This design comes from an exercise in tuning for small area on the open sky130 flow, not from production work. Only simulation tests tie the RTL to the original design; equivalence was not proved. Power is estimated from default activity; no workload was simulated.

**config.mk**
```make
export PLATFORM = sky130hd
export DESIGN_NAME = rv_alu_top
export DESIGN_NICKNAME = rv_alu_top
export VERILOG_FILES = /design/flow/design.v
export SDC_FILE = /design/flow/constraint.sdc
export NUM_CORES = 4
export LEC_CHECK = 0
export ABC_AREA = 1
export CAP_MARGIN = 0
export CORE_MARGIN = 2
export CORE_UTILIZATION = 55
export SLEW_MARGIN = 0
```
**constraint.sdc**
```tcl
create_clock -name core_clock -period 5.0 [get_ports {clk}]
set_input_delay 1.0000 -clock core_clock [delete_from_list [all_inputs] [get_ports {clk}]]
set_output_delay 1.0000 -clock core_clock [all_outputs]
set_load 0.01 [all_outputs]
```
**design.v**
```verilog
`timescale 1ns/1ns
`default_nettype none
module rv_alu_execute (
    input  logic                clk,
    input  logic [32-1:0] instr,
    input  logic [32-1:0] rs1,
    input  logic [32-1:0] rs2,
    output logic [32-1:0] value,      
    output logic                illegal
);
    localparam int CUT1 = 11;
    localparam int CUT2 = 22;
    logic [6:0]  opcode;
    logic [2:0]  f3;
    logic [6:0]  f7;
    logic        is_op, is_opi, f7_base, f7_alt;
    logic [31:0] a, b, ax, p, sr_in, sr, x1, x0;
    logic [32:0] c;
    logic        sub, fill, slt_bit, c1_q, c2_q;
    logic        en_add, en_xo, en_ao, en_srl, en_sll, en_slt, en_sltu;
    assign opcode  = instr[6:0];
    assign f3      = instr[14:12];
    assign f7      = instr[31:25];
    assign is_op   = (opcode == 7'b0110011);
    assign is_opi  = (opcode == 7'b0010011);
    assign f7_base = (f7 == 7'b0000000);
    assign f7_alt  = (f7 == 7'b0100000);
    always_comb begin
        illegal = !(is_op || is_opi);
        if (is_op && !(f7_base || (f7_alt && (f3 == 3'b000 || f3 == 3'b101))))
            illegal = 1'b1;
        if (is_opi && f3 == 3'b001 && !f7_base)
            illegal = 1'b1;
        if (is_opi && f3 == 3'b101 && !(f7_base || f7_alt))
            illegal = 1'b1;
    end
    assign en_add  = !illegal && (f3 == 3'b000);
    assign en_sll  = !illegal && (f3 == 3'b001);
    assign en_slt  = !illegal && (f3 == 3'b010);
    assign en_sltu = !illegal && (f3 == 3'b011);
    assign en_xo   = !illegal && (f3 == 3'b100 || f3 == 3'b110);    
    assign en_srl  = !illegal && (f3 == 3'b101);
    assign en_ao   = !illegal && (f3 == 3'b110 || f3 == 3'b111);    
    assign a = rs1;
    assign b = instr[5] ? rs2 : {{20{instr[31]}}, instr[31:20]};
    assign sub = (f3 == 3'b000) ? (instr[5] & instr[30]) : (f3[2:1] == 2'b01);
    assign ax  = a ^ {32{sub}};
    assign p   = ax ^ b;                
    always_comb begin
        c[0] = sub;
        for (int i = 0; i < 32; i++) begin
            if (i + 1 == CUT1)      c[i+1] = c1_q;
            else if (i + 1 == CUT2) c[i+1] = c2_q;
            else                    c[i+1] = p[i] ? c[i] : a[i];
        end
    end
    always_ff @(posedge clk) begin
        c1_q <= p[CUT1-1] ? c[CUT1-1] : a[CUT1-1];
        c2_q <= p[CUT2-1] ? c[CUT2-1] : a[CUT2-1];
    end
    assign slt_bit = (en_sltu & ~c[32]) | (en_slt & ((a[31] ^ b[31]) ? a[31] : ~c[32]));
    assign fill = f3[2] & instr[30] & a[31];
    always_comb begin
        for (int i = 0; i < 32; i++) sr_in[i] = f3[2] ? a[i] : a[31-i];
    end
    logic [31:0] lv [0:5];
    assign lv[0] = sr_in;
    for (genvar k = 0; k < 5; k++) begin : g_lvl
        localparam int SB = 4 - k;
        localparam int SH = 1 << SB;
        for (genvar i = 0; i < 32; i++) begin : g_bit
            if (i + SH < 32) assign lv[k+1][i] = b[SB] ? lv[k][i+SH] : lv[k][i];
            else             assign lv[k+1][i] = b[SB] ? fill : lv[k][i];
        end
    end
    assign sr = lv[5];
    assign x1 = ({32{en_add}} & ~c[31:0]) | {32{en_xo}};
    assign x0 = ({32{en_add}} &  c[31:0]) | ({32{en_ao}} & a);
    always_comb begin
        for (int i = 0; i < 32; i++) begin
            value[i] = (p[i] ? x1[i] : x0[i])
                     | (en_srl & sr[i])
                     | (en_sll & sr[31-i]);
        end
        value[0] = value[0] | slt_bit;
    end
endmodule
`default_nettype wire
`timescale 1ns/1ns
`default_nettype none
module rv_alu_top (
    input  logic                   clk,
    input  logic                   arst_n,
    input  logic [5-1:0] awaddr,
    input  logic                   awvalid,
    output logic                   awready,
    input  logic [32-1:0]    wdata,
    input  logic [3:0]             wstrb,
    input  logic                   wvalid,
    output logic                   wready,
    output logic [1:0]             bresp,
    output logic                   bvalid,
    input  logic                   bready,
    input  logic [5-1:0] araddr,
    input  logic                   arvalid,
    output logic                   arready,
    output logic [32-1:0]    rdata,
    output logic [1:0]             rresp,
    output logic                   rvalid,
    input  logic                   rready
);
    logic                wr_rdy_q;       
    logic                wr_fire, wr_en, rd_fire;
    logic [32-1:0] rs1, rs2, instr;
    logic                s1_q, s2_q, s3_q;   
    logic [32-1:0] alu_value;
    logic                alu_illegal;
    logic [32-1:0] result_q;       
    logic                res_ok_q;       
    logic                illegal_flag;
    logic [15:0]         done_count;
    logic [16:0]         inc_c;
    logic [32-1:0] rd_data;
    assign awready = wr_rdy_q;
    assign wready  = wr_rdy_q;
    assign bresp   = 2'b00;
    assign rresp   = 2'b00;
    assign wr_fire = awvalid && wr_rdy_q && wvalid;
    assign rd_fire = arvalid && arready;
    assign wr_en   = wr_fire && (awaddr[1:0] == 2'b00) && (&wstrb);
    always_ff @(posedge clk or negedge arst_n) begin
        if (!arst_n) begin
            wr_rdy_q <= 1'b0;
            bvalid   <= 1'b0;
            arready  <= 1'b0;
            rvalid   <= 1'b0;
            s1_q     <= 1'b0;
            s2_q     <= 1'b0;
            s3_q     <= 1'b0;
        end else begin
            wr_rdy_q <= awvalid && wvalid && !wr_rdy_q && !bvalid;
            arready  <= arvalid && !arready && !rvalid;
            s1_q     <= wr_en && (awaddr[4:2] == 3'd2);
            s2_q     <= s1_q;
            s3_q     <= s2_q;
            if (wr_fire)     bvalid <= 1'b1;
            else if (bready) bvalid <= 1'b0;
            if (rd_fire)     rvalid <= 1'b1;
            else if (rready) rvalid <= 1'b0;
        end
    end
    always_ff @(posedge clk) begin
        if (wr_en && awaddr[4:2] == 3'd0) rs1   <= wdata;
        if (wr_en && awaddr[4:2] == 3'd1) rs2   <= wdata;
        if (wr_en && awaddr[4:2] == 3'd2) instr <= wdata;
    end
    rv_alu_execute i_execute (
        .clk, .instr, .rs1, .rs2, .value(alu_value), .illegal(alu_illegal)
    );
    always_ff @(posedge clk) begin
        if (s3_q) result_q <= alu_value;
    end
    always_comb begin
        inc_c[0] = s3_q;
        for (int i = 0; i < 16; i++) inc_c[i+1] = inc_c[i] & done_count[i];
    end
    always_ff @(posedge clk or negedge arst_n) begin
        if (!arst_n) begin
            res_ok_q     <= 1'b0;
            illegal_flag <= 1'b0;
            done_count   <= '0;
        end else begin
            done_count <= done_count ^ inc_c[15:0];
            res_ok_q     <= res_ok_q | s3_q;
            illegal_flag <= illegal_flag | (s3_q & alu_illegal);
        end
    end
    always_comb begin
        rd_data = '0;
        if (araddr[1:0] == 2'b00 && !rvalid) begin
            case (araddr[4:2])
                3'd0:    rd_data = rs1;
                3'd1:    rd_data = rs2;
                3'd2:    rd_data = instr;
                3'd3:    rd_data = res_ok_q ? result_q : '0;
                3'd4:    rd_data = {done_count, 15'd0, illegal_flag};
                default: rd_data = '0;
            endcase
        end
    end
    always_ff @(posedge clk) begin
        rdata <= rd_data | (rdata & {32{rvalid}});
    end
endmodule
`default_nettype wire
```
**flow/run.sh**
```bash
#!/bin/bash
set -euo pipefail
rm -rf scripts_mod
cp -r "$FLOW_HOME/scripts" scripts_mod
printf 'strash\ndch -f\namap\ntopo\n' > scripts_mod/abc_area.script
export SCRIPTS_DIR="$PWD/scripts_mod"
export BUFFER_PORTS_ARGS="-buffer_cell sky130_fd_sc_hd__buf_1"
export CTS_ARGS="-sink_clustering_enable -repair_clock_nets -buf_list sky130_fd_sc_hd__clkbuf_8 -root_buf sky130_fd_sc_hd__clkbuf_16 -sink_clustering_size 20 -dont_use_dummy_load"
bash standard.sh > standard_make.log 2>&1
```
**standard.sh**
```bash
#!/bin/bash
# synth_recipe.tcl (not shown) runs the flow's synth.tcl, then flattens the netlist and writes it again
# the make line also repeats each setting of config.mk as NAME=value (left out here)
make -C /OpenROAD-flow-scripts/flow DESIGN_CONFIG=/design/flow/config.mk WORK_HOME=/design/flow/orfs CLKGATE_MAP_FILE= SYNTH_SCRIPT=/design/flow/synth_recipe.tcl "${@:-finish}"
```
==> run_results.csv, run 1 <==
group,metric,value,unit
worst_setup_path,cp_slowest_stage_delay,430,ps
worst_setup_path,cpMaxStageDelayCell,"edfxtp_1",
worst_setup_path,cpMostUsedCell,"nand2_1",
global_routing,grt_util_met2,52.5,%
power_and_ir_drop,leakage,3.81,nW
floorplanning,die_height,141,µm
timing,clock.fmax,219,MHz
clock_network,tritoncts,"yes",
worst_setup_path,arrival,4800,ps
routing,viasPerCell,6.93,
final_layout,area_growth,13.3,%
clock_network,cts_htree_levels,4,
worst_setup_path,crit_fanout,21,
synthesis,yosysTopAreaCellShare,37.4,%
floorplanning,start_util,55.5,%
power_and_ir_drop,combinationalPowerShare,4.2,%
synthesis,synth_cells,1065,
clock_network,clkTransAtPathRegs,90,ps
worst_setup_path,crit_type,"reg -> reg",
place,dpl.cell_count,1425,
synthesis,ys_ff_latch,187,
power_and_ir_drop,switching_share,22.3,%
floorplanning,die_w,141,µm
worst_setup_path,required,5220,ps
synthesis,yosys.area.top_type,"edfxtp_1",
global_routing,grt_max_degree,39,
synthesis,yosysWarnings,3,
timing,tightest_slew,1080,ps
global_routing,grtUsageMet1,53.3,%
worst_setup_path,cp-start-kind,"register",
place,portBuffers,89,
clock_network,insertion_delay,410,ps
final_layout,finalNonFillerCells,1446,
synthesis,synthTopCellsByArea,"edfxtp_1 37%, o22ai_1 8.3%, dfxtp_1 6.6%, dfrtp_1 6.1%, o21ai_0 5.6%",
clock_network,postCtsHoldBufs,0,
power_and_ir_drop,cellPowerDensity,222,nW/µm²
timing,finalClockSkew,43.2,ps
synthesis,synth_edf_count,128,
power_and_ir_drop,sequentialPowerShare,64.6,%
synthesis,synth_most_common_cell,"nor2_1",
worst_setup_path,cp-end-kind,"register",
routing,ant_nets,0,
global_routing,gr-usage-all-layers,35.5,%
synthesis,ys_types,40,
global_routing,use_met3,7.51,%
synthesis,async_flop_share,13.4,%
routing,drt_iter0_drc,1733,
flow_run,max_cap_violations,0,
clock_network,cts_buffers,17,
routing,drc,0,
final_layout,postLayoutCoreUtil,62.9,%
power_and_ir_drop,p_sw,0.577,mW
worst_setup_path,r2r_slack,430,ps
global_routing,grt_pass1_vias,9102,
timing,setup_violations,0,
global_routing,grt-busiest-layer,"met1",
timing,fin_crit_sh,91.5,%
status,status,"finished clean",
floorplanning,num_io_pins,94,
final_layout,antennaDiodeCount,0,
timing,hold_viol,0,
power_and_ir_drop,p_clk_share,31.2,%
synthesis,synth-main-ff-cell,"edfxtp_1",
place,dp_hpwl,24.9,mm
floorplanning,dieArea,19800,µm²
synthesis,ys_seq_area_share,50.1,%
timing,relSlewSlack,27.7,%
global_routing,grt_first_pass_wirelength,53.5,mm
clock_network,cts.path.max_buffers,2,
synthesis,ys_top_cells_by_count,"139 x nor2_1, 136 x o22ai_1, 128 x edfxtp_1",
final_layout,drive_gt1_share,7.34,%
floorplanning,row_count,50,
synthesis,synth_area_per_cell,9.66,µm²
clock_network,clock_sinks,187,
global_routing,grt_overflow,0,
routing,routed_wl,35.6,mm
place,routabilityCongestion,1.00,
global_routing,antenna_found_initial,1,
power_and_ir_drop,worst_ir_drop_vdd,204,µV
hold_path,min_path_type,"reg -> reg",
final_layout,fin_nets,1282,
power_and_ir_drop,intPower,2.01,mW
timing,final.min_clock_period,4570,ps
routing,wl_per_cell,24.6,µm
clock_network,root_buffer,"clkbuf_16",
timing,final-max-slew-violation-count,0,
synthesis,netlist_area,10300,µm²
routing,dr.pass1.iters,13,
floorplanning,core_area,18500,µm²
routing,vias,10000,
## metal layers
layer | part of all wire (%) | vias up
li1 | - | 4529
met1 | 43 | 4776
met2 | 44 | 661
met3 | 11 | 53
met4 | 2.2 | 0
met5 | 0 | -
## placed cells by master (no fill, tap or decap), types with 7 or more instances in the layout
master     count
o22a_1        62
o21a_1         9
dfxtp_1       34
a222oi_1      26
buf_1         88
edfxtp_1     128
nand2_1       76
nor2b_1        8
ha_1          15
a22oi_1        7
o22ai_1      127
a2111oi_0     18
xor2_1         9
dfrtp_1       25
a221oi_1      16
buf_4         40
a22o_1        15
clkinv_1      94
clkinv_2       9
o221ai_1      22
nor2_1       139
o21ai_0      110
a21oi_1       40
xnor2_1       10
clkbuf_8      16
## cell type report
cell class              instances  area, µm²
clock buffers                  17        245
fillers                      1624       6860
repair inverters                1       5.00
well taps                     234        293
repair buffers                131        667
inverters                     104        410
flip-flops and latches        187       5150
multi-input cells             772       4880
## state kept, by name, summed over array words and instances, names as in the netlist, 16 cells and up
| register | count |
|---|---|
| instr | 32 |
| rdata | 32 |
| result_q | 32 |
| rs1 | 32 |
| rs2 | 32 |
| done_count | 16 |
## per-stage QoR
step                hold slack, ps  TNS (ps)  total power, mW  area [µm²]  setup slack, ps
detailed placement             343         0             1.82       11400              591
global route                   350     -33.8             2.66       11700            -33.8
floorplan                      331      -928             1.75       10400             -364
global placement               334         0             1.81       11400              775
CTS                            345         0             2.59       11600              542
finish                         336         0             2.59       11700              427
## kinds of logic (layout without fill, tap and decap cells)
kind of cell    Yosys count  count (layout)  share of synthesized area, %
fa+ha+maj                15              15                          1.82
xor+xnor                 20              20                          1.70
flops                   187             187                          50.1
buf+inv                 109             253                          4.16
other cells               1               4                        0.0365
compound gates          482             482                          32.2
simple gates            251             251                          9.96
## power groups by stage
| stage | Clock (mW) | Combinational [mW] | Sequential, mW |
|---|---|---|---|
| 6_report | 0.808 | 0.109 | 1.67 |
| 5_1_grt | 0.861 | 0.120 | 1.68 |
| 4_1_cts | 0.812 | 0.109 | 1.67 |
| 3_5_place_dp | 0 | 0.108 | 1.71 |
| 3_3_place_gp | 0 | 0.107 | 1.71 |
| 2_1_floorplan | 0 | 0.0359 | 1.71 |
## what timing repair did
action | CTS | global route
gates resized for setup | 0 | 1
setup buffers | 0 | 3
setup endpoints to repair | 0 | 1
hold endpoints to repair | 0 | 0
## critical path: cells and delay by family, from the launching register on
kind,cells,cell delay (ps)
buffers and inverters,3,570
and+or+nand+nor,12,1350
AOI/OAI and AO/OA,11,1810
DFF,1,430
xor gates and xnor gates,1,260
## path summary, 6_finish.rpt
path / start / to / cells past startpoint
setup / recovery: instr[13]$_DFFE_PP_ / result_q[0]$_DFFE_PP_ / 27
hold / removal: s2_q$_DFF_PN0_ / s3_q$_DFF_PN0_ / 0
min in group asynchronous: arst_n / arready$_DFF_PN0_ / 1
max in group asynchronous: arst_n / done_count[11]$_DFF_PN0_ / 1
hold reg to reg: s2_q$_DFF_PN0_ / s3_q$_DFF_PN0_ / 0
setup reg to reg: instr[13]$_DFFE_PP_ / result_q[0]$_DFFE_PP_ / 27
==> run 2: changes to the inputs <==
--- a/config.mk
+++ b/config.mk
@@ -9,4 +9,4 @@
 export CAP_MARGIN = 0
 export CORE_MARGIN = 2
-export CORE_UTILIZATION = 55
+export CORE_UTILIZATION = 70
 export SLEW_MARGIN = 0
==> run 2 against run 1 <==
Effect of this change:
- still clean
- sequential power about the same
- count of clock-buffer cells in the layout unchanged
- area after synthesis unchanged
- global-route usage up 9.5 points
- sequential share of layout area up 0.23 points
- fmax down 1.6%
- synthesized cell count unchanged
- combinational power up 4%
- critical path type unchanged
- critical endpoint is now result_q[10]$_DFFE_PP_
- largest cell class unchanged
==> run_results.csv, run 2 <==
group,metric,value,unit
status,status,"finished clean",
clock_network,cts.path.max_buffers,2,
worst_setup_path,cp-end-kind,"register",
clock_network,root_buffer,"clkbuf_16",
final_layout,fin_area,11600,µm²
timing,relSlewSlack,15.7,%
synthesis,yosys.area.top_type,"edfxtp_1",
global_routing,grt_max_degree,39,
clock_network,postCtsHoldBufs,0,
floorplanning,dieArea,15700,µm²
floorplanning,start_util,71.3,%
synthesis,ys_ff_latch,187,
floorplanning,core_area,14400,µm²
routing,drc,0,
synthesis,synth_cells,1065,
final_layout,seq_area,5150,µm²
final_layout,drive_gt1_share,7.35,%
routing,wl_per_cell,25.4,µm
final_layout,antennaDiodeCount,0,
timing,tightest_slew,1260,ps
timing,setup_violations,0,
timing,hold_viol,0,
final_layout,multiInputGateArea,4880,µm²
timing,final.min_clock_period,4650,ps
timing,clock.fmax,215,MHz
power_and_ir_drop,cellPowerDensity,224,nW/µm²
place,dp_hpwl,24.4,mm
final_layout,postLayoutCoreUtil,80.4,%
final_layout,nFillCells,937,
global_routing,grt_first_pass_wirelength,54.4,mm
routing,routed_wl,35.4,mm
routing,viasPerCell,7.58,
timing,fin_crit_sh,92.9,%
floorplanning,die_height,125,µm
worst_setup_path,crit_type,"reg -> reg",
timing,final-max-slew-violation-count,0,
floorplanning,die_w,125,µm
worst_setup_path,arrival,4790,ps
synthesis,async_flop_share,13.4,%
place,placed_area,11300,µm²
floorplanning,row_count,44,
synthesis,synth_most_common_cell,"nor2_1",
synthesis,synth_edf_count,128,
clock_network,clkTransAtPathRegs,100,ps
place,portBuffers,89,
clock_network,insertion_delay,410,ps
synthesis,synthTopCellsByArea,"edfxtp_1 37%, o22ai_1 8.3%, dfxtp_1 6.6%, dfrtp_1 6.1%, o21ai_0 5.6%",
global_routing,antenna_found_initial,1,
place,routabilityCongestion,1.10,
worst_setup_path,cp_slowest_stage_delay,450,ps
power_and_ir_drop,leakage,3.81,nW
global_routing,grt_pass1_vias,9846,
power_and_ir_drop,worst_ir_drop_vdd,435,µV
timing,grt_setup_unrepaired,"no",
final_layout,area_growth,12.7,%
final_layout,fin_nets,1281,
clock_network,cts_buffers,17,
final_layout,final_common_cell,"nor2_1",
global_routing,gr-usage-all-layers,45.1,%
place,dpl.cell_count,1373,
synthesis,netlist_area,10300,µm²
routing,dr.pass1.iters,10,
synthesis,yosysTopAreaCellShare,37.4,%
flow_run,max_cap_violations,0,
final_layout,layout.cells.most_common_list,"139 x nor2_1, 128 x edfxtp_1, 127 x o22ai_1",
synthesis,synth_area_per_cell,9.66,µm²
worst_setup_path,required,5140,ps
final_layout,finalNonFillerCells,1395,
synthesis,synth-main-ff-cell,"edfxtp_1",
worst_setup_path,cpMostUsedCell,"nor2_1",
global_routing,grt_overflow,0,
worst_setup_path,crit_fanout,14,
clock_network,tritoncts,"yes",
routing,ant_nets,0,
synthesis,ys_top_cells_by_count,"139 x nor2_1, 136 x o22ai_1, 128 x edfxtp_1",
timing,finalClockSkew,40.8,ps
synthesis,yosysWarnings,3,
worst_setup_path,cp-start-kind,"register",
clock_network,clock_sinks,187,
synthesis,ys_types,40,
synthesis,ys_seq_area_share,50.1,%
worst_setup_path,cpMaxStageDelayCell,"edfxtp_1",
clock_network,cts_htree_levels,4,
floorplanning,num_io_pins,94,
hold_path,min_path_type,"reg -> reg",
routing,vias,10600,
routing,drt_iter0_drc,2162,
## run 2: cell counts after synthesis
No cell type changed its count.
## run 2: stage by stage
| stage | TNS [ps] | total power [mW] | hold slack (ps) | setup slack, ps |
|---|---|---|---|---|
| 2_1_floorplan | -928 | 1.75 | 331 | -364 |
| 3_3_place_gp | 0 | 1.81 | 333 | 731 |
| 3_5_place_dp | 0 | 1.82 | 341 | 522 |
| 4_1_cts | 0 | 2.58 | 368 | 464 |
| 5_1_grt | 0 | 2.64 | 380 | 35.0 |
| 6_report | 0 | 2.60 | 365 | 353 |
## run 2: critical path: cells and delay by family, from the launching register on
| family | cells | cell delay, ps |
|---|---|---|
| buffers and inverters | 4 | 700 |
| flip-flops | 1 | 450 |
| AO/OA/AOI/OAI | 10 | 1780 |
| AND/OR/NAND/NOR | 12 | 1440 |
## run 2: cell type report
type / count / area share [%]
flip-flops and latches: 187 / 44.4
well taps: 184 / 1.99
repair buffers: 131 / 5.85
clock buffers: 17 / 2.12
inverters: 104 / 3.54
multi-input cells: 772 / 42.1
## run 2: cell families (layout without fill, tap and decap cells)
family | after synthesis | after routing | share of synthesized area (%)
compound gates | 482 | 482 | 32.2
xor+xnor | 20 | 20 | 1.70
fa+ha+maj | 15 | 15 | 1.82
buf+inv | 109 | 252 | 4.16
flops | 187 | 187 | 50.1
other cells | 1 | 4 | 0.0365
simple gates | 251 | 251 | 9.96
## run 2: worst paths after layout
check | startpoint | end | slack (ps) | cells past startpoint
max | instr[12]$_DFFE_PP_ | result_q[10]$_DFFE_PP_ | 350 | 26
min | s2_q$_DFF_PN0_ | s3_q$_DFF_PN0_ | 360 | 0
max reg2reg | instr[12]$_DFFE_PP_ | result_q[10]$_DFFE_PP_ | 350 | 26
min reg2reg | s2_q$_DFF_PN0_ | s3_q$_DFF_PN0_ | 360 | 0
max in group asynchronous | arst_n | done_count[2]$_DFF_PN0_ | 4010 | 2
min in group asynchronous | arst_n | done_count[12]$_DFF_PN0_ | 640 | 2
## run 2: what timing repair did
action / 4_1_cts / 5_1_grt
gates resized for setup: 0 / 3
setup endpoints to repair: 0 / 2
setup buffers: 0 / 5
## run 2: power by group
part           internal [mW]  total, mW  leakage (nW)  switching (mW)
clock network          0.323      0.812         0.127           0.489
logic                 0.0323      0.113          1.97          0.0804
registers               1.66       1.67          1.71          0.0138
total                   2.01       2.60          3.81           0.583
## run 2: per-layer routing
| layer | up-vias | GRT usage (%) | routed length (µm) |
|---|---|---|---|
| met3 | 187 | 14.4 | 5730 |
| met4 | 2 | 19.9 | 1790 |
| met5 | - | 0 | 12 |
| met1 | 4823 | 60.5 | 12600 |
| li1 | 4519 | - | - |
| met2 | 1037 | 67.9 | 15300 |
==> run 3: changes to the inputs <==
--- a/design.v
+++ b/design.v
@@ -4,4 +4,5 @@
     input  logic                clk,
     input  logic [32-1:0] instr,
+    input  logic                sub,        
     input  logic [32-1:0] rs1,
     input  logic [32-1:0] rs2,
@@ -17,5 +18,5 @@
     logic [31:0] a, b, ax, p, sr_in, sr, x1, x0;
     logic [32:0] c;
-    logic        sub, fill, slt_bit, c1_q, c2_q;
+    logic        fill, slt_bit, c1_q, c2_q;
     logic        en_add, en_xo, en_ao, en_srl, en_sll, en_slt, en_sltu;
     assign opcode  = instr[6:0];
@@ -44,5 +45,4 @@
     assign a = rs1;
     assign b = instr[5] ? rs2 : {{20{instr[31]}}, instr[31:20]};
-    assign sub = (f3 == 3'b000) ? (instr[5] & instr[30]) : (f3[2:1] == 2'b01);
     assign ax  = a ^ {32{sub}};
     assign p   = ax ^ b;                
@@ -155,6 +155,11 @@
         if (wr_en && awaddr[4:2] == 3'd2) instr <= wdata;
     end
+    logic sub_q;
+    always_ff @(posedge clk) begin
+        if (wr_en && awaddr[4:2] == 3'd2)
+            sub_q <= (wdata[14:12] == 3'b000) ? (wdata[5] & wdata[30]) : (wdata[14:13] == 2'b01);
+    end
     rv_alu_execute i_execute (
-        .clk, .instr, .rs1, .rs2, .value(alu_value), .illegal(alu_illegal)
+        .clk, .instr, .sub(sub_q), .rs1, .rs2, .value(alu_value), .illegal(alu_illegal)
     );
     always_ff @(posedge clk) begin
--- a/config.mk
+++ b/config.mk
@@ -9,4 +9,4 @@
 export CAP_MARGIN = 0
 export CORE_MARGIN = 2
-export CORE_UTILIZATION = 70
+export CORE_UTILIZATION = 55
 export SLEW_MARGIN = 0
==> run 3 against run 2 <==
Effect of this change:
- non-clock buffer count fell by 6
- final cell count up 5.0%
- routed wire length decreased by 0.20%
- sequential power barely moved
- global-route usage fell by 9.4 points
- critical path type unchanged
- critical endpoint is now result_q[21]$_DFFE_PP_
- largest power group unchanged
==> run_results.csv, run 3 <==
group,metric,value,unit
floorplanning,num_io_pins,94,
final_layout,multiInputGateArea,4850,µm²
final_layout,area_growth,11.7,%
floorplanning,dieArea,19900,µm²
global_routing,grt_max_degree,48,
timing,fin_ws,502,ps
power_and_ir_drop,intPower,2.02,mW
clock_network,cts.path.max_buffers,2,
final_layout,nFillCells,1648,
synthesis,ys_seq_area_share,50.2,%
routing,dr.pass1.iters,10,
clock_network,cts_htree_levels,4,
final_layout,seq_area,5180,µm²
power_and_ir_drop,sequentialPowerShare,64.4,%
hold_path,min_path_type,"reg -> reg",
clock_network,postCtsHoldBufs,0,
clock_network,clkTransAtPathRegs,120,ps
global_routing,antenna_found_initial,0,
power_and_ir_drop,switching_share,22.4,%
routing,routed_wl,35.4,mm
worst_setup_path,cp-start-kind,"register",
global_routing,grt_first_pass_wirelength,53.8,mm
synthesis,synth_most_common_cell,"nor2_1",
synthesis,synth_edf_count,129,
synthesis,synth-main-ff-cell,"edfxtp_1",
global_routing,grt_pass1_vias,9125,
final_layout,antennaDiodeCount,0,
final_layout,fin_nets,1301,
floorplanning,start_util,55.5,%
worst_setup_path,crit_type,"reg -> reg",
synthesis,async_flop_share,13.3,%
clock_network,insertion_delay,410,ps
synthesis,yosysWarnings,3,
place,pre_cts_slack,593,ps
power_and_ir_drop,p_clk_share,31.4,%
flow_run,max_cap_violations,0,
worst_setup_path,arrival,4640,ps
final_layout,finalNonFillerCells,1465,
place,routabilityCongestion,1.05,
global_routing,gr-usage-all-layers,35.7,%
final_layout,drive_gt1_share,5.52,%
synthesis,ys_ff_latch,188,
worst_setup_path,crit_fanout,13,
routing,drt_iter0_drc,1851,
timing,finalClockSkew,45.4,ps
timing,clock.fmax,222,MHz
power_and_ir_drop,p_sw,0.584,mW
clock_network,cts_buffers,17,
power_and_ir_drop,combinationalPowerShare,4.2,%
clock_network,clock_sinks,188,
power_and_ir_drop,total_power,2.61,mW
routing,drc,0,
place,dpl.cell_count,1448,
synthesis,synthTopCellsByArea,"edfxtp_1 38%, o22ai_1 8.0%, dfxtp_1 6.6%, nor2_1 6.5%, o21ai_0 6.1%",
power_and_ir_drop,cellPowerDensity,226,nW/µm²
synthesis,synth_area_per_cell,9.46,µm²
final_layout,layout.cells.most_common_list,"178 x nor2_1, 129 x edfxtp_1, 128 x o22ai_1",
global_routing,grt_overflow,0,
synthesis,synth_cells,1091,
worst_setup_path,required,5140,ps
timing,setup_violations,0,
timing,final-max-slew-violation-count,0,
synthesis,yosysTopAreaCellShare,37.5,%
floorplanning,die_height,141,µm
final_layout,final_common_cell,"nor2_1",
routing,ant_nets,0,
clock_network,root_buffer,"clkbuf_16",
synthesis,ys_top_cells_by_count,"180 x nor2_1, 132 x o22ai_1, 129 x edfxtp_1",
timing,fin_crit_sh,90.0,%
timing,tightest_slew,971,ps
place,dp_hpwl,24.6,mm
place,portBuffers,89,
synthesis,ys_types,40,
timing,hold_viol,0,
clock_network,cts_setup_buffers,0,
power_and_ir_drop,worst_ir_drop_vdd,172,µV
worst_setup_path,cp-end-kind,"register",
timing,hold_slack,360,ps
floorplanning,row_count,50,
routing,wl_per_cell,24.1,µm
synthesis,netlist_area,10300,µm²
floorplanning,core_area,18600,µm²
status,status,"finished clean",
timing,relSlewSlack,35.1,%
timing,grt_setup_unrepaired,"no",
routing,vias,10100,
floorplanning,die_w,141,µm
timing,final.min_clock_period,4500,ps
synthesis,yosys.area.top_type,"edfxtp_1",
clock_network,tritoncts,"yes",
routing,viasPerCell,6.90,
power_and_ir_drop,leakage,3.76,nW
## run 3: cell families (layout without fill, tap and decap cells)
group	after synthesis	in the layout	synth area share, %
xor+xnor	1	1	0.0849
other cells	1	4	0.0363
fa+ha+maj	15	15	1.82
flops	188	188	50.2
compound gates	492	492	32.3
simple gates	298	298	11.9
buf+inv	96	233	3.67
## run 3: layer usage
metal | track usage (%) | part of all wire [%]
met1 | 52.4 | 42
met2 | 52.9 | 43
met3 | 10.0 | 13
met4 | 8.16 | 1.7
met5 | 0 | 0
## run 3: area by class of cell
cell class / count / area share, %
timing repair buffer: 125 / 5.26
clock buffer: 17 / 2.13
inverter: 91 / 3.01
multi-input combinational: 810 / 42.1
tap: 234 / 2.54
sequential: 188 / 45.0
## run 3: timing repair
item | in CTS | in global routing
resized for setup | 0 | 1
setup endpoints to repair | 0 | 1
endpoints found under the hold margin | 0 | 0
## run 3: critical path, cell delays in order (launching register included)
cell	delay (ps)
edfxtp_1	400
clkinvlp_4	280
nand2_1	300
buf_4	250
o21ai_0	130
a21oi_1	270
o21ai_0	210
nand2_1	90
o21ai_0	140
nand2_1	90
o21ai_0	170
a21oi_1	220
nand2_1	90
o21ai_0	130
nand2_1	100
o21ai_0	120
nand2_1	100
o21ai_0	170
nand2_1	120
o21ai_0	120
nor2b_1	90
nor2_1	190
nor2_1	70
nor2_1	170
o31a_1	150
o21ai_0	80
## run 3: final timing paths
| path | start | end | slack, ps | depth (start not counted) |
|---|---|---|---|---|
| max reg2reg | instr[5]$_DFFE_PP_ | result_q[21]$_DFFE_PP_ | 500 | 25 |
| min reg2reg | s1_q$_DFF_PN0_ | s2_q$_DFF_PN0_ | 360 | 0 |
| min | s1_q$_DFF_PN0_ | s2_q$_DFF_PN0_ | 360 | 0 |
| max | instr[5]$_DFFE_PP_ | result_q[21]$_DFFE_PP_ | 500 | 25 |
| max in group asynchronous | arst_n | illegal_flag$_DFF_PN0_ | 3940 | 1 |
| min in group asynchronous | arst_n | done_count[8]$_DFF_PN0_ | 600 | 1 |
## run 3: power groups by stage
stage | Sequential [mW] | Clock [mW] | Combinational [mW]
after CTS | 1.68 | 0.828 | 0.109
after global routing | 1.68 | 0.878 | 0.122
after detailed placement | 1.71 | 0 | 0.109
final | 1.68 | 0.819 | 0.109
after global placement | 1.71 | 0 | 0.106
after floorplan | 1.72 | 0 | 0.0365
## run 3: per-stage QoR
| stage | utilization, % | area [µm²] | TNS (ps) |
|---|---|---|---|
| finish | 62.0 | 11500 | 0 |
| global route | 62.0 | 11500 | 0 |
| CTS | 62.0 | 11500 | 0 |
| detailed placement | 60.7 | 11300 | 0 |
| global placement | 60.7 | 11300 | 0 |
| floorplan | - | 10400 | -393 |
==> run 4: changes to the inputs <==
==> flow/run.sh (replaced) <==
#!/bin/bash
set -euo pipefail
rm -rf scripts_mod
cp -r "$FLOW_HOME/scripts" scripts_mod
printf 'strash\ndch -f\namap\ntopo\n' > scripts_mod/abc_area.script
export SCRIPTS_DIR="$PWD/scripts_mod"
export BUFFER_PORTS_ARGS="-buffer_cell sky130_fd_sc_hd__buf_1"
export CTS_ARGS="-sink_clustering_enable -repair_clock_nets -buf_list sky130_fd_sc_hd__clkbuf_8 -root_buf sky130_fd_sc_hd__clkbuf_8 -sink_clustering_size 20 -dont_use_dummy_load"
bash standard.sh > standard_make.log 2>&1
==> run 4 against run 3 <==
Effect of this change:
- still clean on timing, DRC and antenna
- sequential share of layout area hardly changed
- sequential power hardly changed
- first-iteration DRC count is 0.27% lower
- via count hardly changed
- final cell count stayed put
- flip-flop and latch count stayed put
==> run_results.csv, run 4 <==
group,metric,value,unit
status,status,"finished clean",
floorplanning,die_w,141,µm
timing,final.min_clock_period,4470,ps
global_routing,gr-usage-all-layers,35.8,%
synthesis,synth_most_common_cell,"nor2_1",
worst_setup_path,crit_family,"compound AO/OA/AOI/OAI gates",
worst_setup_path,critPathBufInv,2,
global_routing,antenna_found_initial,0,
final_layout,multiInputGateArea,4850,µm²
global_routing,grt_overflow,0,
synthesis,yosys.area.top_type,"edfxtp_1",
synthesis,ys_seq_area_share,50.2,%
routing,dr.pass1.iters,10,
clock_network,tritoncts,"yes",
clock_network,postCtsHoldBufs,0,
place,pre_cts_slack,593,ps
place,dp_hpwl,24.6,mm
timing,grt_setup_unrepaired,"no",
global_routing,grt_first_pass_wirelength,53.9,mm
synthesis,synth_cells,1091,
worst_setup_path,crit_type,"reg -> reg",
clock_network,root_buffer,"clkbuf_8",
worst_setup_path,cpMostUsedCell,"o21ai_0",
synthesis,ys_ff_latch,188,
clock_network,clock_sinks,188,
timing,hold_viol,0,
worst_setup_path,cp-start-kind,"register",
power_and_ir_drop,cellPowerDensity,225,nW/µm²
timing,relSlewSlack,34.5,%
floorplanning,start_util,55.5,%
floorplanning,row_count,50,
power_and_ir_drop,worst_ir_drop_vdd,172,µV
floorplanning,dieArea,19900,µm²
timing,clock.fmax,224,MHz
floorplanning,num_io_pins,94,
clock_network,clkTransAtPathRegs,110,ps
place,routabilityCongestion,1.05,
worst_setup_path,arrival,4700,ps
final_layout,antennaDiodeCount,0,
global_routing,grt_pass1_vias,9129,
floorplanning,core_area,18600,µm²
routing,drc,0,
flow_run,max_cap_violations,0,
timing,tightest_slew,981,ps
final_layout,nFillCells,1650,
synthesis,ys_top_cells_by_count,"180 x nor2_1, 132 x o22ai_1, 129 x edfxtp_1",
routing,ant_nets,0,
power_and_ir_drop,leakage,3.76,nW
worst_setup_path,cp_slowest_stage_delay,400,ps
worst_setup_path,cp-end-kind,"register",
hold_path,min_path_type,"reg -> reg",
worst_setup_path,cpMaxStageDelayCell,"edfxtp_1",
synthesis,netlist_area,10300,µm²
synthesis,synth-main-ff-cell,"edfxtp_1",
timing,fin_crit_sh,89.4,%
final_layout,area_growth,11.5,%
clock_network,postCtsResizedCells,0,
routing,wl_per_cell,24.2,µm
final_layout,drive_gt1_share,5.52,%
routing,drt_iter0_drc,1846,
worst_setup_path,required,5230,ps
place,portBuffers,89,
timing,finalClockSkew,42.9,ps
timing,hold_slack,360,ps
synthesis,yosysTopAreaCellShare,37.5,%
timing,final-max-slew-violation-count,0,
routing,routed_wl,35.5,mm
final_layout,fin_nets,1301,
routing,viasPerCell,6.90,
routing,vias,10100,
clock_network,cts_htree_levels,4,
synthesis,async_flop_share,13.3,%
clock_network,cts_buffers,17,
clock_network,cts.path.max_buffers,2,
clock_network,cts_setup_buffers,0,
floorplanning,die_height,141,µm
final_layout,layout.cells.most_common_list,"178 x nor2_1, 129 x edfxtp_1, 128 x o22ai_1",
final_layout,final_common_cell,"nor2_1",
synthesis,synth_area_per_cell,9.46,µm²
global_routing,grt_max_degree,48,
timing,fin_ws,530,ps
synthesis,synthTopCellsByArea,"edfxtp_1 38%, o22ai_1 8.0%, dfxtp_1 6.6%, nor2_1 6.5%, o21ai_0 6.1%",
final_layout,seq_area,5180,µm²
clock_network,insertion_delay,500,ps
timing,setup_violations,0,
synthesis,ys_types,40,
synthesis,synth_edf_count,129,
synthesis,yosysWarnings,3,
worst_setup_path,crit_fanout,13,
==> run 4: changes by cell type in the layout (fill, tap and decap cells not counted) <==
| cell | before | now |
|---|---|---|
| clkbuf_16 | 1 | 0 |
| clkbuf_8 | 16 | 17 |
==> run 4: kinds of logic after synthesis <==
| kind of cell | share of synthesized area [%] |
|---|---|
| AO/OA/AOI/OAI | 32.3 |
| XOR/XNOR | 0.0849 |
| adder cells (fa/ha/maj) | 1.82 |
| buffers and inverters | 3.67 |
| flip-flops | 50.2 |
| other | 0.0363 |
| AND/OR/NAND/NOR | 11.9 |
==> run 4: worst reg2reg max path: cells and delay by family, from the launching register on <==
| kind | cells | cell delay (ps) |
|---|---|---|
| flops | 1 | 400 |
| buf+inv | 2 | 530 |
| compound gates | 12 | 1910 |
| simple gates | 11 | 1400 |
==> run 4: stage by stage <==
stage / TNS [ps] / utilization [%] / instances / instance area, µm² / total power, mW
final: 0 / 62.0 / 1465 / 11500 / 2.60
after global routing: 0 / 62.0 / 1465 / 11500 / 2.66
after CTS: 0 / 61.9 / 1465 / 11500 / 2.60
after detailed placement: 0 / 60.7 / 1448 / 11300 / 1.82
after global placement: 0 / 60.7 / 1448 / 11300 / 1.82
after floorplan: -393 / - / 1094 / 10400 / 1.76
==> run 4: worst paths after layout <==
check,startpoint,end,slack [ps],depth (start not counted)
setup / recovery,instr[5]$_DFFE_PP_,result_q[21]$_DFFE_PP_,530,25
hold / removal,s1_q$_DFF_PN0_,s2_q$_DFF_PN0_,360,0
setup reg to reg,instr[5]$_DFFE_PP_,result_q[21]$_DFFE_PP_,530,25
hold reg to reg,s1_q$_DFF_PN0_,s2_q$_DFF_PN0_,360,0
max in group asynchronous,arst_n,illegal_flag$_DFF_PN0_,4030,1
min in group asynchronous,arst_n,done_count[11]$_DFF_PN0_,520,1
==> run 4: layout make-up <==
type / instances / area share (%)
sequential: 188 / 45.0
multi-input combinational: 810 / 42.2
inverter: 91 / 3.01
clock buffer: 17 / 2.03
timing repair buffer: 125 / 5.26
tap: 234 / 2.54
==> run 4: per-layer routing <==
layer | vias up | global-route usage, % | routed length [µm]
li1 | 4592 | - | -
met1 | 4731 | 52.8 | 14800
met2 | 720 | 52.9 | 15300
met3 | 59 | 9.14 | 4640
met4 | 0 | 9.11 | 757
met5 | - | 0 | 0
==> run 4: report_power, final <==
group          leakage (nW)  total (mW)  internal, mW  switching, mW
logic                  1.91       0.110        0.0328         0.0769
clock network         0.122       0.806         0.301          0.504
registers              1.73        1.68          1.67         0.0118
==> run 5: changes to the inputs <==
--- a/flow/run.sh
+++ b/flow/run.sh
@@ -5,4 +5,5 @@
 printf 'strash\ndch -f\namap\ntopo\n' > scripts_mod/abc_area.script
 export SCRIPTS_DIR="$PWD/scripts_mod"
+export REMOVE_ABC_BUFFERS=1
 export BUFFER_PORTS_ARGS="-buffer_cell sky130_fd_sc_hd__buf_1"
 export CTS_ARGS="-sink_clustering_enable -repair_clock_nets -buf_list sky130_fd_sc_hd__clkbuf_8 -root_buf sky130_fd_sc_hd__clkbuf_8 -sink_clustering_size 20 -dont_use_dummy_load"
==> run 5 against run 4 <==
Effect of this change:
- via count up 0.44%
- design area shrank 0.30%
- critical path depth decreased by 1
- die area did not move
- core utilization shrank 0.19 points
- non-clock buffer count down 2
- count of clock-buffer cells in the layout unchanged
- combinational power is essentially flat
- flip-flop and latch count is the same
==> run_results.csv, run 5 <==
group,metric,value,unit
clock_network,clock_sinks,188,
power_and_ir_drop,sequentialPowerShare,65.2,%
final_layout,final_common_cell,"nor2_1",
synthesis,ys_top_cells_by_count,"180 x nor2_1, 132 x o22ai_1, 129 x edfxtp_1",
synthesis,ys_ff_latch,188,
worst_setup_path,cpMostUsedCell,"o21ai_0",
floorplanning,start_util,55.5,%
flow_run,max_cap_violations,0,
clock_network,cts_setup_buffers,0,
final_layout,drive_gt1_share,5.21,%
power_and_ir_drop,intPower,2.00,mW
timing,setup_violations,0,
place,routabilityCongestion,1.00,
global_routing,grt_overflow,0,
place,dp_hpwl,25.1,mm
synthesis,yosysWarnings,3,
power_and_ir_drop,combinationalPowerShare,4.3,%
clock_network,tritoncts,"yes",
worst_setup_path,rr_endpoint,"result_q[21]$_DFFE_PP_",
synthesis,async_flop_share,13.3,%
worst_setup_path,reg2reg_from,"instr[31]$_DFFE_PP_",
hold_path,min_path_type,"reg -> reg",
synthesis,synth_area_per_cell,9.46,µm²
power_and_ir_drop,p_clk_share,30.5,%
routing,dr.pass1.iters,9,
worst_setup_path,cp-start-kind,"register",
floorplanning,dieArea,19900,µm²
worst_setup_path,crit_chain,"nand2_1, buf_4, o21ai_0, a21oi_1, o21ai_0, nand2_1, o21ai_0, nand2_1, o21ai_0, a21oi_1, nand2_1, o21ai_0, nand2_1, o21ai_0, nand2_1, o21ai_0, nand2_1, o21ai_0, nor2b_1, nor2_1, nor2_1, nor2_1, o31a_1, o21ai_0",
floorplanning,die_w,141,µm
timing,grt_setup_unrepaired,"no",
floorplanning,row_count,50,
worst_setup_path,crit_type,"reg -> reg",
synthesis,synth_edf_count,129,
timing,final.min_clock_period,4530,ps
worst_setup_path,required,5210,ps
global_routing,gr-usage-all-layers,36.8,%
synthesis,yosys.area.top_type,"edfxtp_1",
routing,routed_wl,36.5,mm
clock_network,cts_htree_levels,4,
global_routing,antenna_found_initial,0,
place,portBuffers,89,
worst_setup_path,crit_fanout,19,
timing,final-max-slew-violation-count,0,
global_routing,grt_first_pass_wirelength,54.7,mm
clock_network,insertion_delay,480,ps
hold_path,hp-start,"s2_q$_DFF_PN0_",
power_and_ir_drop,p_sw,0.578,mW
global_routing,grt_pass1_vias,9219,
power_and_ir_drop,leakage,3.74,nW
clock_network,root_buffer,"clkbuf_8",
worst_setup_path,r2r_slack,470,ps
worst_setup_path,arrival,4740,ps
synthesis,synth_cells,1091,
floorplanning,num_io_pins,94,
timing,tns,0,ps
synthesis,synth-main-ff-cell,"edfxtp_1",
worst_setup_path,cpMaxStageDelayCell,"edfxtp_1",
status,status,"finished clean",
clock_network,postCtsResizedCells,0,
synthesis,yosysTopAreaCellShare,37.5,%
timing,tightest_slew,1030,ps
routing,vias,10100,
timing,hold_slack,366,ps
timing,fin_ws,472,ps
power_and_ir_drop,worst_ir_drop_vdd,204,µV
final_layout,area_growth,11.2,%
synthesis,synth_most_common_cell,"nor2_1",
final_layout,fin_nets,1299,
timing,finalClockSkew,32.7,ps
final_layout,layout.cells.most_common_list,"178 x nor2_1, 129 x edfxtp_1, 128 x o22ai_1",
clock_network,cts_buffers,17,
timing,clock.fmax,221,MHz
clock_network,cts.path.max_buffers,2,
final_layout,antennaDiodeCount,0,
worst_setup_path,cp_slowest_stage_delay,580,ps
routing,wl_per_cell,25.0,µm
place,pre_cts_slack,642,ps
power_and_ir_drop,switching_share,22.4,%
timing,fin_crit_sh,90.6,%
worst_setup_path,worstRegToRegCells,24,
hold_path,whs_path_depth,0,
routing,drc,0,
worst_setup_path,crit_family,"compound AO/OA/AOI/OAI gates",
final_layout,nFillCells,1595,
clock_network,postCtsHoldBufs,0,
synthesis,ys_seq_area_share,50.2,%
floorplanning,core_area,18600,µm²
worst_setup_path,critPathBufInv,1,
synthesis,synthTopCellsByArea,"edfxtp_1 38%, o22ai_1 8.0%, dfxtp_1 6.6%, nor2_1 6.5%, o21ai_0 6.1%",
floorplanning,die_height,141,µm
synthesis,ys_types,40,
worst_setup_path,cp-end-kind,"register",
global_routing,grt_max_degree,37,
routing,drt_iter0_drc,1564,
clock_network,clkTransAtPathRegs,100,ps
routing,viasPerCell,6.94,
routing,ant_nets,0,
timing,hold_viol,0,
power_and_ir_drop,cellPowerDensity,225,nW/µm²
hold_path,hold-path-endpoint,"s3_q$_DFF_PN0_",
synthesis,netlist_area,10300,µm²
timing,relSlewSlack,30.9,%
==> run 5: per-layer routing <==
layer	vias up	global-route usage, %	wire [µm]
met4	0	15.5	1250
met2	680	55.3	16200
li1	4597	-	-
met1	4792	51.9	14600
met3	77	8.29	4570
met5	-	0	0
==> run 5: layout make-up <==
class                           count  area (µm²)  area share [%]
Multi-Input combinational cell    810        4840            42.2
Inverter                           91         342            2.98
Sequential cell                   188        5180            45.1
Clock buffer                       17         234            2.04
Timing Repair Buffer              123         591            5.15
Tap cell                          234         293            2.55
==> run 5: worst max-delay path by stage <==
stage / start / to / slack [ps] / cells after the start
after floorplan: instr[5]$_DFFE_PP_ / result_q[10]$_DFFE_PP_ / -1310 / 24
after global placement: instr[31]$_DFFE_PP_ / result_q[21]$_DFFE_PP_ / 770 / 24
after detailed placement: instr[31]$_DFFE_PP_ / result_q[21]$_DFFE_PP_ / 640 / 24
after CTS: instr[31]$_DFFE_PP_ / result_q[21]$_DFFE_PP_ / 610 / 24
after global routing: instr[31]$_DFFE_PP_ / result_q[0]$_DFFE_PP_ / 80 / 25
final: instr[31]$_DFFE_PP_ / result_q[21]$_DFFE_PP_ / 470 / 24
==> run 5: through the flow <==
| stage | power [mW] | util (%) | cell area, µm² | std cells |
|---|---|---|---|---|
| floorplan | 1.76 | - | 10300 | 1089 |
| global placement | 1.82 | 60.5 | 11200 | 1446 |
| detailed placement | 1.83 | 60.5 | 11200 | 1446 |
| CTS | 2.59 | 61.8 | 11500 | 1463 |
| global route | 2.66 | 61.8 | 11500 | 1463 |
| finish | 2.58 | 61.8 | 11500 | 1463 |
==> run 5: power by group through the flow <==
stage	clock (mW)	combinational, mW	sequential (mW)
global route	0.852	0.121	1.68
finish	0.787	0.110	1.68
floorplan	0	0.0331	1.72
detailed placement	0	0.109	1.72
CTS	0.796	0.109	1.68
global placement	0	0.106	1.72
==> run 5: cells by family (layout without fill, tap and decap cells) <==
| family | after synthesis | after routing | share of synthesized area (%) |
|---|---|---|---|
| AOI/OAI and AO/OA | 492 | 492 | 32.3 |
| and+or+nand+nor | 298 | 298 | 11.9 |
| DFF | 188 | 188 | 50.2 |
| buffers and inverters | 96 | 231 | 3.67 |
| adders and majority gates | 15 | 15 | 1.82 |
| other | 1 | 4 | 0.0363 |
| xor gates and xnor gates | 1 | 1 | 0.0849 |
==> run 6: changes to the inputs <==
--- a/flow/run.sh
+++ b/flow/run.sh
@@ -5,5 +5,4 @@
 printf 'strash\ndch -f\namap\ntopo\n' > scripts_mod/abc_area.script
 export SCRIPTS_DIR="$PWD/scripts_mod"
-export REMOVE_ABC_BUFFERS=1
 export BUFFER_PORTS_ARGS="-buffer_cell sky130_fd_sc_hd__buf_1"
 export CTS_ARGS="-sink_clustering_enable -repair_clock_nets -buf_list sky130_fd_sc_hd__clkbuf_8 -root_buf sky130_fd_sc_hd__clkbuf_8 -sink_clustering_size 20 -dont_use_dummy_load"
--- a/config.mk
+++ b/config.mk
@@ -10,3 +10,4 @@
 export CORE_MARGIN = 2
 export CORE_UTILIZATION = 55
+export GPL_TIMING_DRIVEN = 0
 export SLEW_MARGIN = 0
==> run 6 against run 5 <==
Effect of this change:
- via count increased by 1.3%
- register-to-register slack got worse by 190 ps
- clock power about the same
- core utilization increased by 1.7 points
- design area increased by 2.8%
- die area unchanged
- highest routed layer unchanged
- clock skew decreased by 3.6 ps
==> run_results.csv, run 6 <==
group,metric,value,unit
global_routing,gr-usage-all-layers,36.2,%
place,portBuffers,89,
power_and_ir_drop,leakage,3.84,nW
power_and_ir_drop,total_power,2.57,mW
synthesis,ys_ff_latch,188,
routing,drc,0,
floorplanning,row_count,50,
global_routing,grt_overflow,0,
final_layout,area_growth,14.3,%
clock_network,clock_sinks,188,
synthesis,yosysTopAreaCellShare,37.5,%
power_and_ir_drop,switching_share,22.2,%
worst_setup_path,cpMostUsedCell,"nor2_1",
global_routing,antenna_found_initial,0,
power_and_ir_drop,cellPowerDensity,218,nW/µm²
worst_setup_path,required,5310,ps
global_routing,grt_pass1_vias,9217,
worst_setup_path,reg2reg_from,"instr[5]$_DFFE_PP_",
final_layout,fin_nets,1301,
final_layout,multiInputGateArea,4960,µm²
synthesis,synth-main-ff-cell,"edfxtp_1",
timing,fin_ws,286,ps
hold_path,min_path_type,"reg -> reg",
timing,setup_violations,0,
floorplanning,core_area,18600,µm²
synthesis,netlist_area,10300,µm²
clock_network,cts.path.max_buffers,2,
power_and_ir_drop,worst_ir_drop_vdd,177,µV
floorplanning,num_io_pins,94,
synthesis,async_flop_share,13.3,%
hold_path,hp-start,"s2_q$_DFF_PN0_",
routing,vias,10300,
final_layout,fin_area,11800,µm²
timing,tightest_slew,1260,ps
clock_network,clkTransAtPathRegs,90,ps
place,routabilityCongestion,0.962,
synthesis,yosys.area.top_type,"edfxtp_1",
synthesis,synth_edf_count,129,
floorplanning,start_util,55.5,%
flow_run,max_cap_violations,0,
synthesis,ys_top_cells_by_count,"180 x nor2_1, 132 x o22ai_1, 129 x edfxtp_1",
timing,relSlewSlack,16.2,%
timing,finalClockSkew,29.1,ps
final_layout,postLayoutCoreUtil,63.5,%
timing,fin_crit_sh,94.3,%
floorplanning,die_height,141,µm
final_layout,drive_gt1_share,7.07,%
floorplanning,die_w,141,µm
power_and_ir_drop,combinationalPowerShare,4.0,%
floorplanning,dieArea,19900,µm²
timing,final-max-slew-violation-count,0,
clock_network,cts_htree_levels,4,
power_and_ir_drop,p_clk_share,30.4,%
worst_setup_path,crit_fanout,20,
power_and_ir_drop,intPower,2.00,mW
clock_network,tritoncts,"yes",
timing,final.min_clock_period,4710,ps
global_routing,grt_first_pass_wirelength,53.8,mm
hold_path,whs_path_depth,0,
worst_setup_path,cp_slowest_stage_delay,500,ps
synthesis,synth_most_common_cell,"nor2_1",
routing,drt_iter0_drc,1398,
worst_setup_path,cp-start-kind,"register",
routing,ant_nets,0,
timing,clock.fmax,212,MHz
final_layout,antennaDiodeCount,0,
worst_setup_path,cpMaxStageDelayCell,"edfxtp_1",
timing,grt_setup_unrepaired,"yes",
clock_network,cts_buffers,17,
final_layout,layout.cells.most_common_list,"173 x nor2_1, 129 x edfxtp_1, 126 x o22ai_1",
synthesis,synth_area_per_cell,9.46,µm²
clock_network,postCtsHoldBufs,0,
place,dpl.cell_count,1435,
synthesis,yosysWarnings,3,
clock_network,root_buffer,"clkbuf_8",
synthesis,synth_cells,1091,
final_layout,seq_area,5180,µm²
worst_setup_path,r2r_slack,290,ps
final_layout,finalNonFillerCells,1465,
synthesis,ys_types,40,
worst_setup_path,crit_type,"reg -> reg",
final_layout,nFillCells,1605,
routing,viasPerCell,7.01,
place,pre_cts_slack,-2850,ps
power_and_ir_drop,sequentialPowerShare,65.6,%
worst_setup_path,worstRegToRegCells,26,
synthesis,synthTopCellsByArea,"edfxtp_1 38%, o22ai_1 8.0%, dfxtp_1 6.6%, nor2_1 6.5%, o21ai_0 6.1%",
worst_setup_path,cp-end-kind,"register",
clock_network,insertion_delay,480,ps
hold_path,hold-path-endpoint,"s3_q$_DFF_PN0_",
routing,wl_per_cell,24.8,µm
place,dp_hpwl,23.9,mm
worst_setup_path,arrival,5020,ps
timing,hold_viol,0,
final_layout,final_common_cell,"nor2_1",
routing,routed_wl,36.4,mm
worst_setup_path,rr_endpoint,"result_q[0]$_DFFE_PP_",
place,placed_area,11300,µm²
global_routing,grt_max_degree,48,
status,status,"finished clean",
routing,dr.pass1.iters,9,
power_and_ir_drop,p_sw,0.572,mW
synthesis,ys_seq_area_share,50.2,%
==> run 6: power groups by stage <==
stage	Combinational (mW)	Clock, mW	Sequential (mW)
finish	0.103	0.784	1.69
global placement	0.0973	0	1.72
global route	0.113	0.837	1.69
CTS	0.102	0.782	1.69
floorplan	0.0365	0	1.72
detailed placement	0.102	0	1.72
==> run 6: routing by layer <==
| metal | vias to the layer above | GRT usage (%) | wire [µm] |
|---|---|---|---|
| met5 | - | 0 | 0 |
| met4 | 0 | 14.7 | 1370 |
| met3 | 108 | 11.0 | 4600 |
| met2 | 674 | 53.3 | 15700 |
| met1 | 4893 | 50.2 | 14700 |
| li1 | 4599 | - | - |
==> run 6: final cells by class <==
| cell class | instances | share of cell area (%) |
|---|---|---|
| multi-input combinational | 812 | 42.1 |
| clock buffer | 17 | 1.98 |
| timing repair inverter | 1 | 0.0742 |
| buffer | 5 | 0.318 |
| sequential | 188 | 43.9 |
| timing repair buffer | 117 | 5.83 |
| tap | 234 | 2.48 |
| inverter | 91 | 3.30 |
==> run 6: worst max path at each step <==
stage                         from                     end  cells past startpoint
2_1_floorplan   instr[5]$_DFFE_PP_  result_q[10]$_DFFE_PP_                     24
3_3_place_gp    instr[5]$_DFFE_PP_  result_q[21]$_DFFE_PP_                     13
3_5_place_dp    instr[5]$_DFFE_PP_  result_q[10]$_DFFE_PP_                     24
4_1_cts        instr[14]$_DFFE_PP_   result_q[0]$_DFFE_PP_                     12
5_1_grt         instr[5]$_DFFE_PP_   result_q[0]$_DFFE_PP_                     26
6_report        instr[5]$_DFFE_PP_   result_q[0]$_DFFE_PP_                     26
==> run 6: cell families (layout without fill, tap and decap cells) <==
family          after synthesis  in the layout  share of synthesized area [%]
flops                       188            188                           50.2
simple gates                298            298                           11.9
other cells                   1              4                         0.0363
xor+xnor                      1              1                         0.0849
compound gates              492            494                           32.3
fa+ha+maj                    15             15                           1.82
buf+inv                      96            231                           3.67
==> run 6: worst max-delay path, delay by kind of cell, from the launching register on <==
kind / cells / cell delay [ps]
flops: 1 / 500
buf+inv: 1 / 330
simple gates: 20 / 2540
compound gates: 5 / 1150
==> run 6: repair_timing <==
| action | in CTS | in global routing |
|---|---|---|
| gates cloned | 1 | 2 |
| buffers inserted | 5 | 5 |
| pin swaps | 1 | 2 |
| endpoints found under the setup margin | 34 | 29 |
| hold endpoints to repair | 0 | 0 |
| gates resized for setup | 16 | 13 |
==> run 6: through the flow <==
stage / setup TNS, ps / hold slack (ps)
6_report: 0 / 363
2_1_floorplan: -393 / 331
3_3_place_gp: -238230 / 335
4_1_cts: 0 / 366
3_5_place_dp: -68120 / 353
5_1_grt: -81.6 / 376

re-timing with driven ports:
How much do the figures lean on ideal ports? The routed layouts below were timed once more, with nothing changed but the port constraints. Step 1, drivers: a clkbuf_16 drives clk and a buf_2 each remaining input, both assumed. Step 2 also shifts input and output timing later by t, the mid clock arrival at the registers, as if the neighbouring blocks saw the same clock. a / b / c = no drivers / after step 1 / after step 2; a / b = the first two.
| run | t, ns | setup WS [ns] | worst setup path after step 2 | latest minus earliest clock arrival (ns) | worst register clock-pin slew, ns |
|---|---|---|---|---|---|
| run 1 | 0.442 | 0.427 / 0.427 / 0.427 | register to register | 0.043 / 0.044 | 0.12 / 0.12 |
| run 2 | 0.430 | 0.353 / 0.353 / 0.353 | register to register | 0.041 / 0.041 | 0.10 / 0.10 |
| run 3 | 0.429 | 0.502 / 0.502 / 0.502 | register to register | 0.046 / 0.045 | 0.12 / 0.12 |
| run 4 | 0.516 | 0.530 / 0.530 / 0.530 | register to register | 0.043 / 0.043 | 0.11 / 0.11 |
| run 5 | 0.508 | 0.472 / 0.472 / 0.472 | register to register | 0.033 / 0.033 | 0.11 / 0.11 |
| run 6 | 0.514 | 0.286 / 0.286 / 0.286 | register to register | 0.029 / 0.029 | 0.10 / 0.10 |
After both steps setup and hold are still met in every run listed.
